Context: an optimization exercise on an open-source flow, tuned for small area, a short achievable clock period and few clock cycles per item. The choices shown serve that exercise and are no tape-out recipe.

lane 1:
## rgb565_hsl_color_classifier
module rgb565_hsl_color_classifier (
  input  logic        clk,
  input  logic        rst_n,
  input  logic        start,
  output logic        busy,
  input  logic [15:0] in_pixel,
  output logic        out_valid,
  output logic [7:0]  out_hue,
  output logic [7:0]  out_lightness,
  output logic [7:0]  out_saturation,
  output logic        out_match,
  input  logic        cfg_we,
  input  logic [2:0]  cfg_index,
  input  logic [15:0] cfg_data
);
Size: about 2400 cells after synthesis, about 66 I/O pins, about 19000 um^2 of cells after synthesis.
clock: 6.0 ns
lec_check: 0
abc_area: 1
cap_margin: 20
core_margin: 2
core_utilization: 70
cts_cluster_diameter: 80
cts_cluster_size: 28
place_density: 0.8
setup_slack_margin: 3.8
slew_margin: 20
standard.sh (not shown) runs the stock make flow with config.mk's settings and CLKGATE_MAP_FILE= SYNTH_SCRIPT=/design/flow/synth_recipe.tcl, a recipe that flattens the netlist after the stock synthesis.
==> flow/flow/run.sh <==
#!/bin/bash
set -euo pipefail
bash standard.sh "BUFFER_PORTS_ARGS=-buffer_cell sky130_fd_sc_hd__buf_2" finish > flow_make.log 2>&1
Lane 1 went all the way through the flow, and no timing, DRC or antenna check failed.
The inputs of lane 2 differ from those of lane 1 as listed below.
--- a/flow/design.v
+++ b/flow/design.v
@@ -306,22 +306,33 @@
     case (selr[6])
       2'd0:    ofs_h = 8'd0;
       2'd1:    ofs_h = 8'd240;
       2'd2:    ofs_h = 8'd80;
       default: ofs_h = 8'd160;
     endcase
     t_hue = add_mx(16'(ofs_h), negr[6] ? ~(16'(hq[6])) : 16'(hq[6]), negr[6], 8);
     hue_9 = t_hue[7:0];
   end
   logic [7:0] hue_r9;
   always_ff @(posedge clk) hue_r9 <= hue_9;
+  logic [6:0]  s_rec;
+  logic [14:0] light_prod;
+  logic [16:0] t_l;
+  logic [7:0]  light_r10;
+  always_comb begin
+    s_rec = sflr[6] ? sden[6][6:0] : {1'b1, ~sden[6][7:2]};
+    t_l = add_mx(16'({s_rec, 1'b0, s_rec}), ~(16'({s_rec, 4'b0})), 1'b1, 15);
+    light_prod = t_l[14:0];
+    light_10 = light_prod[14:7];
+  end
+  always_ff @(posedge clk) light_r10 <= light_10;
   logic [8:0] hue_e, hue_c;
   logic       hue_and;
   logic       lo_hi0, hi_hi0, lo_ff;
   always_comb begin
     lo_hi0 = (hue_low_r[15:8] == 8'h00);
     hi_hi0 = (hue_high_r[15:8] == 8'h00);
     lo_ff  = (hue_low_r[15:8] == 8'hFF);
     if (!ge_mx(hue_high_r, hue_low_r, 16)) begin
       hue_and = 1'b0;
       hue_c   = hi_hi0 ? {1'b0, hue_high_r[7:0]} : 9'd256;
       hue_e   = (lo_ff && hue_low_r[7:0] >= 8'd15) ? {1'b0, hue_low_r[7:0] - 8'd14} : 9'd0;
@@ -338,40 +349,31 @@
   end
   logic [7:0] hue_e_r, hue_c_r;
   logic       hue_and_r;
   always_ff @(posedge clk) begin
     hue_e_r   <= hue_e[8] ? 8'hFF : hue_e[7:0];
     hue_c_r   <= hue_c[8] ? 8'hFF : hue_c[7:0];
     hue_and_r <= hue_and;
   end
   logic hue_ge, hue_lt;
   assign hue_ge =  ge_mx(16'(hue_r9), 16'(hue_e_r), 8);
   assign hue_lt = !ge_mx(16'(hue_r9), 16'(hue_c_r), 8);
-  logic [6:0]  s_rec;
-  logic [14:0] light_prod;
-  logic [16:0] t_l;
-  always_comb begin
-    s_rec = sflr[7] ? sden[7][6:0] : {1'b1, ~sden[7][7:2]};
-    t_l = add_mx(16'({s_rec, 1'b0, s_rec}), ~(16'({s_rec, 4'b0})), 1'b1, 15);
-    light_prod = t_l[14:0];
-    light_10 = light_prod[14:7];
-  end
   logic [7:0] sat_p0, sat_p1;
   logic       sat_ok0, sat_ok1, hue_ok, light_ok, match_m;
   always_comb begin
     sat_p0   = {sq[7][6:0], 1'b0};
     sat_p1   = {sq[7][6:0], 1'b1};
     sat_ok0  = !ge_mx(16'(sat_low_r), 16'(sat_p0), 8) && !ge_mx(16'(sat_p0), 16'(sat_high_r), 8);
     sat_ok1  = !ge_mx(16'(sat_low_r), 16'(sat_p1), 8) && !ge_mx(16'(sat_p1), 16'(sat_high_r), 8);
     hue_ok   = hue_and_r ? (hue_ge && hue_lt) : (hue_ge || hue_lt);
-    light_ok = !ge_mx(16'(light_low_r), 16'(light_10), 8) &&
-               !ge_mx(16'(light_10), 16'(light_high_r), 8);
+    light_ok = !ge_mx(16'(light_low_r), 16'(light_r10), 8) &&
+               !ge_mx(16'(light_r10), 16'(light_high_r), 8);
     match_m  = hue_ok && light_ok && (s_take_a[7] ? sat_ok1 : sat_ok0);
   end
   always_ff @(posedge clk) begin
     out_hue       <= hue_r9;
-    out_lightness <= light_10;
+    out_lightness <= light_r10;
     out_match     <= match_m;
   end
   assign out_saturation = sq[8];
   assign out_valid      = vr[8];
 endmodule
==> comparison <==
- Between lane 1 and lane 2, the flow reports TritonCTS sink count increasing slightly.
- Worst setup slack (higher): lane 2
- Sequential share of layout area in lane 2 is 0.82 points higher than in lane 1
- Vias per cell delta for lane 2 relative to lane 1: 0.13 lower
- The run showing the greater worst hold slack is lane 2.
- Core occupancy in the finished layout is higher on lane 1
- Routing usage on met3: lane 2 < lane 1
- Summary: with lane 1 as the reference, synthesized flop and latch total in lane 2 moved up slightly.
- Fraction of the mapped netlist area in compound gates, lane 2 and lane 1, lower one = lane 2.
- Lane 2 ended up with a lower time the worst path needs with I/O delays and setup than lane 1 did.
- Lane 2 vs lane 1: number of nets produced by synthesis up by a few percent
- Compared with lane 1, lane 2 shows a cell count after synthesis that is about 5.4% higher.
- Lane 2 vs lane 1: final worst-path cycle share down in lane 2
- In lane 2, total core area is higher than in lane 1.
Function was not checked in any run of this note: the RTL went through the layout flow alone.

==> afterwards: timing with drivers on the ports <==
The results above use ideal ports. As a check the final layouts listed here were re-extracted and re-timed, cells and wires unchanged. Step 1, drivers: a clkbuf_16 drives clk and a buf_2 each remaining input, both assumed. Step 2 also shifts input and output timing later by t, the mid clock arrival at the registers, as if the neighbouring blocks saw the same clock. a / b / c = no drivers / after step 1 / after step 2; a / b = the first two.
| run | t (ns) | slack for setup (ns) | latest minus earliest clock arrival (ns) |
|---|---|---|---|
| lane 1 | 0.577 | 3.653 / 3.653 / 3.376 | 0.013 / 0.012 |
| lane 2 | 0.585 | 3.777 / 3.727 / 3.392 | 0.017 / 0.017 |
After both steps every run listed still meets setup and hold. For lane 2, which loses most, drivers alone change the setup slack by -0.050 ns; drivers and shift together by -0.385 ns.
